From an optimization exercise on the open Yosys and OpenROAD flow, aimed at a short achievable clock period and few clock cycles; shortcuts taken in it are not production practice. In this exercise RTL edits were held to simulation tests only and were not proved equivalent to the original. Power and IR drop assume default switching activity.

===== flow/run.sh =====
#!/bin/bash
# synth_recipe.tcl (not shown) runs the flow's synth.tcl, then flattens the netlist and writes it again
# the make line also repeats each setting of config.mk as NAME=value (left out here)
make -C /OpenROAD-flow-scripts/flow DESIGN_CONFIG=/design/flow/config.mk WORK_HOME=/design/flow/orfs CLKGATE_MAP_FILE= SYNTH_SCRIPT=/design/flow/synth_recipe.tcl finish

===== flow/config.mk =====
export PLATFORM = sky130hd
export DESIGN_NAME = rvCoreTop
export DESIGN_NICKNAME = rvCoreTop
export VERILOG_FILES = /design/flow/design.v
export SDC_FILE = /design/flow/constraint.sdc
export NUM_CORES = 4
export LEC_CHECK = 0
export CAP_MARGIN = 20
export CORE_MARGIN = 2
export CORE_UTILIZATION = 40
export SLEW_MARGIN = 20

===== flow/constraint.sdc =====
create_clock -name core_clock -period 10.0 [get_ports {clk}]
set_input_delay 2.0000 -clock core_clock [delete_from_list [all_inputs] [get_ports {clk}]]
set_output_delay 2.0000 -clock core_clock [all_outputs]
set_load 0.01 [all_outputs]

===== flow/design.v =====
`default_nettype none
package rvPkg;
  typedef enum logic [6:0] {
    OpImm  = 7'b0010011,
    OpReg  = 7'b0110011,
    Branch = 7'b1100011,
    Lui    = 7'b0110111,
    Auipc  = 7'b0010111,
    Jal    = 7'b1101111,
    Jalr   = 7'b1100111,
    Load   = 7'b0000011,
    Store  = 7'b0100011
  } opcode_e;
  typedef enum logic [3:0] {
    Add = 4'h0,
    Sub = 4'h1,
    Or  = 4'h2,
    Xor = 4'h3,
    And = 4'h4,
    LtU = 4'h5,
    LtS = 4'h6,
    SrU = 4'h7,
    SrS = 4'h8,
    Sl  = 4'h9,
    GeU = 4'hB,
    GeS = 4'hC,
    Eq  = 4'hD,
    Ne  = 4'hE
  } aluOp_e;
  typedef enum logic [2:0] {
    Fetch,
    Decode,
    Execute,
    Writeback,
    Memory,
    Redirect
  } ctrlState_e;
  typedef struct packed {
    opcode_e                  opcode;
    logic [2:0]               funct3;
    logic                     funct7b5;
    logic [4-1:0]  rd;
    logic [4-1:0]  rs1;
    logic [4-1:0]  rs2;
    logic [32-1:0]      imm;       
  } decodedInstr_t;
  typedef struct packed {
    logic                 cyc;
    logic                 stb;
    logic                 we;
    logic [32-1:0]  adr;
    logic [32-1:0]  datW;
    logic [3:0]           sel;
  } wbReq_t;
  typedef struct packed {
    logic [32-1:0]  datR;
    logic                 ack;
  } wbResp_t;
  typedef struct packed {
    logic                 valid;
    logic                 isStore;
    logic [2:0]           funct3;
    logic [32-1:0]  address;   
    logic [32-1:0]  storeData;
  } memCmd_t;
  typedef struct packed {
    logic                 load;
    logic [32-1:0]  target;
  } pcCmd_t;
endpackage
`default_nettype wire
`timescale 1ns/1ps
`default_nettype none
module registerFile (
  input  wire                      clk,
  input  wire                      reset,
  input  wire [4-1:0]   rs1,
  input  wire [4-1:0]   rs2,
  input  wire [4-1:0]   rd,
  input  wire                      writeEnable,
  input  wire [32-1:0]       writeData,
  output logic [32-1:0]      rs1Data,
  output logic [32-1:0]      rs2Data
);
  localparam int RegCount = 1 << 4;
  logic [32-1:0] regs [RegCount];
  assign rs1Data = (rs1 == '0) ? '0 : regs[rs1];
  assign rs2Data = (rs2 == '0) ? '0 : regs[rs2];
  always_ff @(posedge clk)
  begin
    if (reset)
    begin
      for (int i = 0; i < RegCount; i++)
        regs[i] <= '0;
    end
    else if (writeEnable && rd != '0)
    begin
      regs[rd] <= writeData;
    end
  end
endmodule
`default_nettype wire
`timescale 1ns/1ps
`default_nettype none
module aluUnit (
  input  wire rvPkg::aluOp_e       aluOp,
  input  wire [32-1:0]       aluX,
  input  wire [32-1:0]       aluY,
  output logic [32-1:0]      aluResult
);
  logic [4:0] shamt;
  assign shamt = aluY[4:0];
  always_comb
  begin
    aluResult = '0;
    case (aluOp)
      rvPkg::Add: aluResult = aluX + aluY;
      rvPkg::Sub: aluResult = aluX - aluY;
      rvPkg::Or:  aluResult = aluX | aluY;
      rvPkg::Xor: aluResult = aluX ^ aluY;
      rvPkg::And: aluResult = aluX & aluY;
      rvPkg::SrU: aluResult = aluX >> shamt;
      rvPkg::SrS: aluResult = $signed(aluX) >>> shamt;
      rvPkg::Sl:  aluResult = aluX << shamt;
      rvPkg::LtU: aluResult[0] = aluX < aluY;
      rvPkg::LtS: aluResult[0] = $signed(aluX) < $signed(aluY);
      rvPkg::GeU: aluResult[0] = aluX >= aluY;
      rvPkg::GeS: aluResult[0] = $signed(aluX) >= $signed(aluY);
      rvPkg::Eq:  aluResult[0] = aluX == aluY;
      rvPkg::Ne:  aluResult[0] = aluX != aluY;
      default:    aluResult = '0;
    endcase
  end
endmodule
`default_nettype wire
`timescale 1ns/1ps
`default_nettype none
module instructionFetch (
  input  wire                  clk,
  input  wire                  reset,
  input  wire                  fetchStart,
  input  wire rvPkg::pcCmd_t   pcCmd,
  output rvPkg::wbReq_t        fetchReq,
  input  wire rvPkg::wbResp_t  fetchResp,
  output logic                 fetchDone,
  output logic [32-1:0]  instrWord,
  output logic [32-1:0]  pc
);
  logic [32-1:0] nextPc;    
  always_ff @(posedge clk)
  begin
    if (reset)
    begin
      fetchReq  <= '0;
      fetchDone <= 1'b0;
      instrWord <= 32'h0000_0033;
      pc        <= 32'h0000_0000;
      nextPc    <= 32'h0000_0000;
    end
    else
    begin
      fetchDone <= 1'b0;
      if (pcCmd.load)
        nextPc <= pcCmd.target;
      if (fetchStart)
      begin
        fetchReq.cyc  <= 1'b1;
        fetchReq.stb  <= 1'b1;
        fetchReq.we   <= 1'b0;
        fetchReq.sel  <= 4'hf;
        fetchReq.adr  <= nextPc;
        fetchReq.datW <= '0;
        pc            <= nextPc;
        nextPc        <= nextPc + 32'd4;
      end
      else if (fetchReq.cyc && fetchResp.ack)
      begin
        fetchReq.cyc <= 1'b0;    
        fetchReq.stb <= 1'b0;
        instrWord    <= fetchResp.datR;
        fetchDone    <= 1'b1;
      end
    end
  end
endmodule
`default_nettype wire
`timescale 1ns/1ps
`default_nettype none
module loadStoreUnit (
  input  wire                  clk,
  input  wire                  reset,
  input  wire rvPkg::memCmd_t  memCmd,
  output rvPkg::wbReq_t        dataReq,
  input  wire rvPkg::wbResp_t  dataResp,
  output logic                 memDone,
  output logic [32-1:0]  loadData
);
  logic [1:0]           offset;
  logic [1:0]           cmdShift;     
  logic [3:0]           cmdSel;
  logic [2:0]           reqFunct3;
  logic [1:0]           reqShift;
  logic [32-1:0]  laneData;
  logic [32-1:0]  loadValue;
  assign offset = memCmd.address[1:0];
  always_comb
  begin
    case (memCmd.funct3[1:0])
      2'b00:
      begin
        cmdShift = offset;
        cmdSel   = 4'b0001 << offset;
      end
      2'b01:
      begin
        cmdShift = {offset[1], 1'b0};    
        cmdSel   = 4'b0011 << {offset[1], 1'b0};
      end
      default:
      begin
        cmdShift = 2'd0;
        cmdSel   = 4'b1111;
      end
    endcase
  end
  assign laneData = dataResp.datR >> {reqShift, 3'b000};
  always_comb
  begin
    case (reqFunct3)
      3'b000:  loadValue = {{24{laneData[7]}}, laneData[7:0]};      
      3'b001:  loadValue = {{16{laneData[15]}}, laneData[15:0]};    
      3'b100:  loadValue = {24'b0, laneData[7:0]};                  
      3'b101:  loadValue = {16'b0, laneData[15:0]};                 
      default: loadValue = laneData;
    endcase
  end
  always_ff @(posedge clk)
  begin
    if (reset)
    begin
      dataReq <= '0;
      memDone <= 1'b0;
    end
    else
    begin
      memDone <= 1'b0;
      if (memCmd.valid)
      begin
        dataReq.cyc  <= 1'b1;
        dataReq.stb  <= 1'b1;
        dataReq.we   <= memCmd.isStore;
        dataReq.adr  <= {memCmd.address[32-1:2], 2'b00};
        dataReq.sel  <= cmdSel;
        dataReq.datW <= memCmd.storeData << {cmdShift, 3'b000};
      end
      else if (dataReq.cyc && dataResp.ack)
      begin
        dataReq.cyc <= 1'b0;
        dataReq.stb <= 1'b0;
        memDone     <= 1'b1;
      end
    end
  end
  always_ff @(posedge clk)
  begin
    if (memCmd.valid)
    begin
      reqFunct3 <= memCmd.funct3;
      reqShift  <= cmdShift;
    end
    if (dataReq.cyc && dataResp.ack)
      loadData <= loadValue;    
  end
endmodule
`default_nettype wire
`timescale 1ns/1ps
`default_nettype none
module busArbiter (
  input  wire                  clk,
  input  wire                  reset,
  input  wire rvPkg::wbReq_t   fetchReq,
  output rvPkg::wbResp_t       fetchResp,
  input  wire rvPkg::wbReq_t   dataReq,
  output rvPkg::wbResp_t       dataResp,
  output rvPkg::wbReq_t        busReq,
  input  wire rvPkg::wbResp_t  busResp
);
  logic grantValid;
  logic grantData;    
  logic pickData;
  logic ownerAck;
  assign pickData = grantValid ? grantData : dataReq.cyc;
  assign busReq   = pickData ? dataReq : fetchReq;
  assign ownerAck = busResp.ack && busReq.cyc;
  always_comb
  begin
    fetchResp.datR = busResp.datR;
    fetchResp.ack  = ownerAck && !pickData;
    dataResp.datR  = busResp.datR;
    dataResp.ack   = ownerAck && pickData;
  end
  always_ff @(posedge clk)
  begin
    if (reset)
    begin
      grantValid <= 1'b0;
      grantData  <= 1'b0;
    end
    else if (grantValid)
    begin
      if (busResp.ack)
        grantValid <= 1'b0;
    end
    else if (busReq.cyc && !busResp.ack)
    begin
      grantValid <= 1'b1;
      grantData  <= pickData;
    end
  end
endmodule
`default_nettype wire
`timescale 1ns/1ps
`default_nettype none
module coreControl (
  input  wire                           clk,
  input  wire                           reset,
  output logic                          fetchStart,
  input  wire                           fetchDone,
  input  wire [32-1:0]            instrWord,
  input  wire [32-1:0]            pc,
  output rvPkg::pcCmd_t                 pcCmd,
  output logic [4-1:0]       rs1,
  output logic [4-1:0]       rs2,
  output logic [4-1:0]       rd,
  input  wire [32-1:0]            rs1Data,
  input  wire [32-1:0]            rs2Data,
  output logic                          regWrite,
  output logic [32-1:0]           writeData,
  output rvPkg::aluOp_e                 aluOp,
  output logic [32-1:0]           aluX,
  output logic [32-1:0]           aluY,
  input  wire [32-1:0]            aluResult,
  output rvPkg::memCmd_t                memCmd,
  input  wire                           memDone,
  input  wire [32-1:0]            loadData,
  output logic [63:0]                   retiredCount
);
  rvPkg::ctrlState_e     state;
  rvPkg::decodedInstr_t  instr;
  logic                  fetchPending;
  logic                  writesRd;
  logic                  isMem;
  logic [32-1:0]   resultReg;    
  logic [32-1:0]   targetReg;    
  function automatic rvPkg::decodedInstr_t decodeWord(input logic [32-1:0] w);
    rvPkg::decodedInstr_t d;
    d.opcode   = rvPkg::opcode_e'(w[0 +: 7]);
    d.funct3   = w[12 +: 3];
    d.funct7b5 = w[30];
    d.rd       = w[7 +: 4];
    d.rs1      = w[15 +: 4];
    d.rs2      = w[20 +: 4];
    case (d.opcode)
      rvPkg::OpImm, rvPkg::Jalr, rvPkg::Load: d.imm = {{20{w[31]}}, w[31:20]};
      rvPkg::Store:  d.imm = {{20{w[31]}}, w[31:25], w[11:7]};
      rvPkg::Branch: d.imm = {{19{w[31]}}, w[31], w[7], w[30:25], w[11:8], 1'b0};
      rvPkg::Lui, rvPkg::Auipc: d.imm = {w[31:12], 12'b0};
      rvPkg::Jal:    d.imm = {{11{w[31]}}, w[31], w[19:12], w[20], w[30:21], 1'b0};
      default:       d.imm = '0;
    endcase
    decodeWord = d;
  endfunction
  function automatic rvPkg::aluOp_e arithOp(input logic [2:0] f3, input logic alt);
    case (f3)
      3'd0:    arithOp = alt ? rvPkg::Sub : rvPkg::Add;
      3'd1:    arithOp = rvPkg::Sl;
      3'd2:    arithOp = rvPkg::LtS;
      3'd3:    arithOp = rvPkg::LtU;
      3'd4:    arithOp = rvPkg::Xor;
      3'd5:    arithOp = alt ? rvPkg::SrS : rvPkg::SrU;
      3'd6:    arithOp = rvPkg::Or;
      default: arithOp = rvPkg::And;
    endcase
  endfunction
  assign rs1 = instr.rs1;
  assign rs2 = instr.rs2;
  assign rd  = instr.rd;
  assign fetchStart = (state == rvPkg::Fetch) && !fetchPending;
  assign isMem      = (instr.opcode == rvPkg::Load) || (instr.opcode == rvPkg::Store);
  assign writesRd   = !((instr.opcode == rvPkg::Branch) || (instr.opcode == rvPkg::Store));
  assign regWrite   = (state == rvPkg::Writeback) && writesRd;
  assign writeData  = resultReg;
  assign pcCmd.load   = (state == rvPkg::Redirect);
  assign pcCmd.target = targetReg;
  assign memCmd.valid     = (state == rvPkg::Execute) && isMem;
  assign memCmd.isStore   = (instr.opcode == rvPkg::Store);
  assign memCmd.funct3    = instr.funct3;
  assign memCmd.address   = aluResult;
  assign memCmd.storeData = rs2Data;
  always_comb
  begin
    aluX  = rs1Data;
    aluY  = instr.imm;
    aluOp = rvPkg::Add;
    case (instr.opcode)
      rvPkg::OpImm: aluOp = arithOp(instr.funct3, (instr.funct3 == 3'd5) && instr.funct7b5);
      rvPkg::OpReg:
      begin
        aluOp = arithOp(instr.funct3, instr.funct7b5);
        aluY  = rs2Data;
      end
      rvPkg::Branch:
      begin
        aluY = rs2Data;
        case (instr.funct3)
          3'd1:    aluOp = rvPkg::Ne;
          3'd4:    aluOp = rvPkg::LtS;
          3'd5:    aluOp = rvPkg::GeS;
          3'd6:    aluOp = rvPkg::LtU;
          3'd7:    aluOp = rvPkg::GeU;
          default: aluOp = rvPkg::Eq;
        endcase
      end
      rvPkg::Auipc, rvPkg::Jal: aluX = pc;
      rvPkg::Lui: aluX = '0;    
      default: ;
    endcase
  end
  always_ff @(posedge clk)
  begin
    if (reset)
    begin
      state        <= rvPkg::Fetch;
      fetchPending <= 1'b0;
      retiredCount <= '0;
    end
    else
    begin
      case (state)
        rvPkg::Fetch:
        begin
          if (fetchStart)
            fetchPending <= 1'b1;
          if (fetchDone)
          begin
            fetchPending <= 1'b0;
            state        <= rvPkg::Decode;
          end
        end
        rvPkg::Decode: state <= rvPkg::Execute;
        rvPkg::Execute:
        begin
          case (instr.opcode)
            rvPkg::Load, rvPkg::Store: state <= rvPkg::Memory;
            rvPkg::Branch: state <= aluResult[0] ? rvPkg::Redirect : rvPkg::Writeback;
            rvPkg::Jal, rvPkg::Jalr: state <= rvPkg::Redirect;
            default: state <= rvPkg::Writeback;
          endcase
        end
        rvPkg::Memory:
        begin
          if (memDone)
            state <= rvPkg::Writeback;
        end
        rvPkg::Redirect: state <= rvPkg::Writeback;
        rvPkg::Writeback:
        begin
          retiredCount <= retiredCount + 64'd1;    
          state        <= rvPkg::Fetch;
        end
        default: state <= rvPkg::Fetch;
      endcase
    end
  end
  always_ff @(posedge clk)
  begin
    if (state == rvPkg::Decode)
      instr <= decodeWord(instrWord);
    if (state == rvPkg::Execute)
    begin
      if (instr.opcode == rvPkg::Jal || instr.opcode == rvPkg::Jalr)
        resultReg <= pc + 32'd4;    
      else
        resultReg <= aluResult;
      if (instr.opcode == rvPkg::Jalr)
        targetReg <= {aluResult[32-1:1], 1'b0};
      else
        targetReg <= pc + instr.imm;
    end
    if (state == rvPkg::Memory && memDone)
      resultReg <= loadData;
  end
endmodule
`default_nettype wire
`timescale 1ns/1ps
`default_nettype none
module rvCore (
  input  wire                  clk,
  input  wire                  reset,
  output rvPkg::wbReq_t        busReq,
  input  wire rvPkg::wbResp_t  busResp,
  output logic [63:0]          retiredCount
);
  rvPkg::wbReq_t            fetchReq;
  rvPkg::wbResp_t           fetchResp;
  rvPkg::wbReq_t            dataReq;
  rvPkg::wbResp_t           dataResp;
  rvPkg::pcCmd_t            pcCmd;
  rvPkg::memCmd_t           memCmd;
  rvPkg::aluOp_e            aluOp;
  logic                     fetchStart;
  logic                     fetchDone;
  logic                     memDone;
  logic                     regWrite;
  logic [32-1:0]      instrWord;
  logic [32-1:0]      pc;
  logic [32-1:0]      rs1Data;
  logic [32-1:0]      rs2Data;
  logic [32-1:0]      writeData;
  logic [32-1:0]      aluX;
  logic [32-1:0]      aluY;
  logic [32-1:0]      aluResult;
  logic [32-1:0]      loadData;
  logic [4-1:0]  rs1;
  logic [4-1:0]  rs2;
  logic [4-1:0]  rd;
  coreControl controlUnit (
    .clk, .reset,
    .fetchStart, .fetchDone, .instrWord, .pc, .pcCmd,
    .rs1, .rs2, .rd, .rs1Data, .rs2Data,
    .regWrite, .writeData,
    .aluOp, .aluX, .aluY, .aluResult,
    .memCmd, .memDone, .loadData,
    .retiredCount
  );
  registerFile regFile (
    .clk, .reset,
    .rs1, .rs2, .rd,
    .writeEnable (regWrite),
    .writeData,
    .rs1Data, .rs2Data
  );
  aluUnit alu (.aluOp, .aluX, .aluY, .aluResult);
  instructionFetch fetchUnit (
    .clk, .reset, .fetchStart, .pcCmd, .fetchReq, .fetchResp, .fetchDone, .instrWord, .pc
  );
  loadStoreUnit lsu (.clk, .reset, .memCmd, .dataReq, .dataResp, .memDone, .loadData);
  busArbiter arbiter (
    .clk, .reset, .fetchReq, .fetchResp, .dataReq, .dataResp, .busReq, .busResp
  );
endmodule
`default_nettype wire
`timescale 1ns/1ps
`default_nettype none
module rvCoreTop (
  input  wire         clk,
  input  wire         reset,
  output wire         wb_cyc,
  output wire         wb_stb,
  output wire         wb_we,
  output wire [31:0]  wb_adr,
  output wire [31:0]  wb_dat_w,
  output wire [3:0]   wb_sel,
  input  wire [31:0]  wb_dat_r,
  input  wire         wb_ack,
  output wire [63:0]  retired_count
);
  rvPkg::wbReq_t   busReq;
  rvPkg::wbResp_t  busResp;
  assign wb_cyc   = busReq.cyc;
  assign wb_stb   = busReq.stb;
  assign wb_we    = busReq.we;
  assign wb_adr   = busReq.adr;
  assign wb_dat_w = busReq.datW;
  assign wb_sel   = busReq.sel;
  assign busResp.datR = wb_dat_r;
  assign busResp.ack  = wb_ack;
  rvCore core (
    .clk, .reset, .busReq, .busResp, .retiredCount (retired_count)
  );
endmodule
`default_nettype wire

==> qor.txt <==
Status = timing/DRC/antenna clean
Hold Startpoint = core.lsu.dataReq[3]$_SDFFE_PP0P_
Post-CTS Resized = 0
Ys Warns = 6
Sequential fraction of the synthesis area = 44.09%
RSZ-0062 raised after global routing = false
Mapped Cells = 5351
Global routing's busiest layer = met2
Total GRT Usage = 32.59%
Area growth from synthesis to layout = 13.11%
Power Density = 154.3 nW/um^2
DR pass1 iterations = 8
Vias in the first global route = 44.21k
DR WL/cell = 32.49 um
Hold Path Depth = 2
Vias per cell = 6.291
Leak = 24.27 nW
Async S/R FF share, synth = 0%
Final setup viols = 0
Final Cell Area = 64100 um^2
CTS buffer count = 100
Setup TNS = 0 ns
Met2 GRT Util = 49.22%
Number of synthesized flops with an enable pin = 668
Worst Path Max Fanout = 43
Placed cell areas = 60690 um^2
Worst slew pin tran = 1.314 ns
Crit end category = register
Hold Crit Endpoint = core.lsu.dataReq[3]$_SDFFE_PP0P_
R2R setup slack = 2.06 ns
FF+latch count, synth = 914
Peak supply drop = 0.0001437 V
Reg2reg end = core.lsu.dataReq[0]$_SDFFE_PP0P_
Period utilisation layout = 79.41%
Final wirelength = 241.3 mm
Worst-path clk slew = 0.06 ns
Fraction of layout cells with a size suffix above 1 = 14.63%
DR vias = 46.73k
Die Y = 380.4 um
First-pass GRT wire length = 338.9 mm
Core Rows = 138
Post-synthesis cell area = 56670 um^2
MaxCap Viol Count = 0
DP Wirelength = 172.6 mm
Full die area = 144700 um^2
GR Util met1 = 43.54%
CTS tree = built
Remaining Overflow, GRT = 0
Min Clock Period, post-route = 7.941 ns
Pin count of the biggest net entering global routing = 117
Met3 usage = 7.629%
Remaining antenna violation count after routing = 0
Clk_skew = 0.06380 ns
IO Count = 170
Final WS setup = 2.059 ns
Yosys cell types = 117
Worst Setup Start Kind = register
Reg2Reg Depth = 21
Die extent in x = 380.4 um
Worst slack, placed = 2.158 ns
CTS sink cnt = 914
Fmax = 125.9 MHz
Mean Syn Cell Area = 10.59 um^2
Max-slew headroom = 11.48%
Nets = 5610
Worst path required time = 10.64 ns
RD Place Congestion = 1.034
Post-CTS setup buffers = 0
Clk root buf = clkbuf_16
Core box area = 141100 um^2
Port bufs = 169
Dominant synthesized flop cell = edfxtp_1
Clock buffer depth = 3
Crit path arrival time = 8.58 ns
Layout fillers = 13.20k
Final hold vios = 0
Critical setup path kind = register to register
Hold Crit Class = register to register
Final Power = 9.891 mW
Starting DRT DRC Count = 6608
Residual DRC count = 0
Worst-Skew Late Latency = 0.77 ns
Initial antenna violation count = 18
# H-tree levels = 3
Initial cell density of the core = 40.17%
Slew Limit Fails = 0
Post-CTS Hold Fix Bufs = 0
per-layer routing:
| layer | vias up | wire (um) |
|---|---|---|
| met5 | - | 94 |
| met4 | 12 | 14610 |
| met3 | 567 | 24850 |
| met2 | 2784 | 106200 |
| met1 | 23313 | 95530 |
| li1 | 20052 | - |
cells in the mapped netlist (all sizes together), types with 9 or more instances:
library cell | instances | share of area [%]
a2111oi | 20 | 0.43
a211o | 14 | 0.22
a211oi | 114 | 1.5
a21o | 53 | 0.70
a21oi | 330 | 3.0
a221oi | 42 | 1.0
a22o | 40 | 0.62
a22oi | 30 | 0.42
a311oi | 13 | 0.20
a31oi | 31 | 0.34
a32oi | 11 | 0.18
and2 | 515 | 5.7
and3 | 44 | 0.49
buf | 142 | 1.5
clkbuf | 268 | 1.8
dfxtp | 246 | 8.7
edfxtp | 668 | 35
ha | 131 | 2.9
inv | 141 | 0.93
mux2 | 39 | 0.78
mux2i | 204 | 3.6
mux4 | 267 | 11
nand2 | 524 | 3.5
nand2b | 28 | 0.31
nand3 | 83 | 0.74
nand3b | 17 | 0.23
nand4 | 14 | 0.15
nor2 | 397 | 2.7
nor2b | 67 | 0.74
nor3 | 129 | 1.1
nor4 | 20 | 0.23
o211ai | 40 | 0.53
o21a | 19 | 0.25
o21ai | 223 | 2.0
o21bai | 20 | 0.26
o221ai | 28 | 0.43
o22a | 9 | 0.14
o22ai | 31 | 0.34
o31ai | 18 | 0.25
o41ai | 14 | 0.36
or2 | 29 | 0.32
or3 | 33 | 0.36
or4 | 13 | 0.17
xnor2 | 51 | 0.79
xor2 | 64 | 0.99
cells in the final DEF, fill, tap and decap left out, types with 104 or more instances in the layout:
master           Yosys  routed
edfxtp_1           668     668
nand2_1            522     522
and2_1             514     513
nor2_1             392     375
a21oi_1            325     324
mux4_2             256     256
dfxtp_1            246     239
o21ai_0            207     206
mux2i_1            202     202
buf_4               23     195
clkdlybuf4s50_1      0     168
inv_1              135     134
ha_1               131     131
nor3_1             129     125
a211oi_1           111     108
clkbuf_16            0     104
where the power goes:
| part | internal, mW | switching, mW |
|---|---|---|
| combinational | 0.584 | 1.20 |
| clock | 2.15 | 1.66 |
| sequential | 4.17 | 0.122 |
| total | 6.91 | 2.98 |
sequential cells by signal, indices dropped and copies added (netlist names), named ones only:
register,cells
core.controlUnit.state,3
core.fetchUnit.fetchReq,2
core.controlUnit.retiredCount,64
core.lsu.loadData,32
core.arbiter.grantData,1
core.controlUnit.resultReg,32
core.fetchUnit.fetchDone,1
core.regFile.regs,512
core.lsu.memDone,1
core.controlUnit.targetReg,32
core.lsu.reqFunct3,3
core.fetchUnit.pc,32
core.fetchUnit.nextPc,32
core.controlUnit.instr,55
core.lsu.reqShift,2
core.controlUnit.fetchPending,1
core.arbiter.grantValid,1
core.lsu.dataReq,68
core.fetchUnit.instrWord,32
worst max path at each step:
stage                                                    end  slack [ns]  depth (start not counted)
global placement            core.lsu.dataReq[0]$_SDFFE_PP0P_        2.01                         19
global route               core.lsu.dataReq[24]$_SDFFE_PP0P_        1.63                         19
floorplan           core.controlUnit.resultReg[27]$_DFFE_PP_        3.91                         20
finish                      core.lsu.dataReq[0]$_SDFFE_PP0P_        2.06                         21
CTS                        core.lsu.dataReq[24]$_SDFFE_PP0P_        2.08                         19
detailed placement         core.lsu.dataReq[24]$_SDFFE_PP0P_        2.16                         19
final cells by class:
type / count / area [um^2] / share of cell area, %
Tap cell: 1890 / 2365 / 3.689
Sequential cell: 914 / 25010 / 39.01
Timing Repair Buffer: 367 / 3221 / 5.025
Multi-Input combinational cell: 3916 / 29590 / 46.17
Clock buffer: 131 / 2774 / 4.328
Clock inverter: 58 / 581.8 / 0.9077
Antenna cell: 10 / 25.02 / 0.03904
Inverter: 142 / 533.0 / 0.8316
stage by stage:
| stage | hold WS, ns | utilization (%) | instances |
|---|---|---|---|
| floorplan | 0.4064 | - | 5382 |
| global placement | 0.4309 | 43.01 | 7226 |
| detailed placement | 0.4434 | 43.02 | 7227 |
| CTS | 0.4541 | 45.40 | 7416 |
| global route | 0.4622 | 45.42 | 7419 |
| finish | 0.4575 | 45.44 | 7428 |
cells by family (layout without fill, tap and decap cells):
group | Yosys count | count (layout) | synth area share, %
multiplexers | 510 | 510 | 15.08
adder cells (fa/ha/maj) | 134 | 134 | 2.998
flip-flops | 914 | 914 | 44.09
AO/OA/AOI/OAI | 1180 | 1180 | 14.50
buffers and inverters | 552 | 698 | 4.266
XOR/XNOR | 115 | 115 | 1.777
other | 1 | 42 | 0.006617
AND/OR/NAND/NOR | 1945 | 1945 | 17.28
critical path, stage by stage, from the launching register on:
cell	delay [ns]
dfxtp_4	0.91
buf_4	0.35
mux4_2	0.53
mux4_2	0.56
and2_1	0.20
inv_1	0.22
o21ai_0	0.35
ha_1	0.53
or4_1	0.61
or4_1	0.67
nor4_2	0.38
a21oi_1	0.19
nand3_1	0.15
a21o_1	0.11
nand2_1	0.05
o21ai_0	0.39
o211ai_1	0.41
buf_4	0.31
nand2_4	0.23
inv_2	0.07
or3_1	0.35
a21oi_1	0.14
Testbench counts, summed over its fixed seeds: cycles 169,091.

-- separate check: timing with driven ports --
The results above use ideal ports. As a check the final layout listed here was re-extracted and re-timed, cells and wires unchanged.
Step 1: set_driving_cell puts a clkbuf_16 on clk and a buf_2 on each other input, an assumption about the parent block.
Step 2 adds t to the input delays and takes it off the output delays; t is the mean of the earliest and latest rising clock arrival at the registers after step 1. Input paths then give back, and output paths get back, about the clock's delay inside the block.
Three values: ideal, step 1, step 2; two values: the first two.
t, ns: 0.820
setup WS [ns]: 2.059 / 2.059 / 2.059
hold slack, ns: 0.458 / 0.458 / 0.458
clock arrival spread, ns: 0.063 / 0.063
After both steps this run still meets setup and hold. For this run, drivers alone change the setup slack by 0.000 ns; drivers and shift together by 0.000 ns.
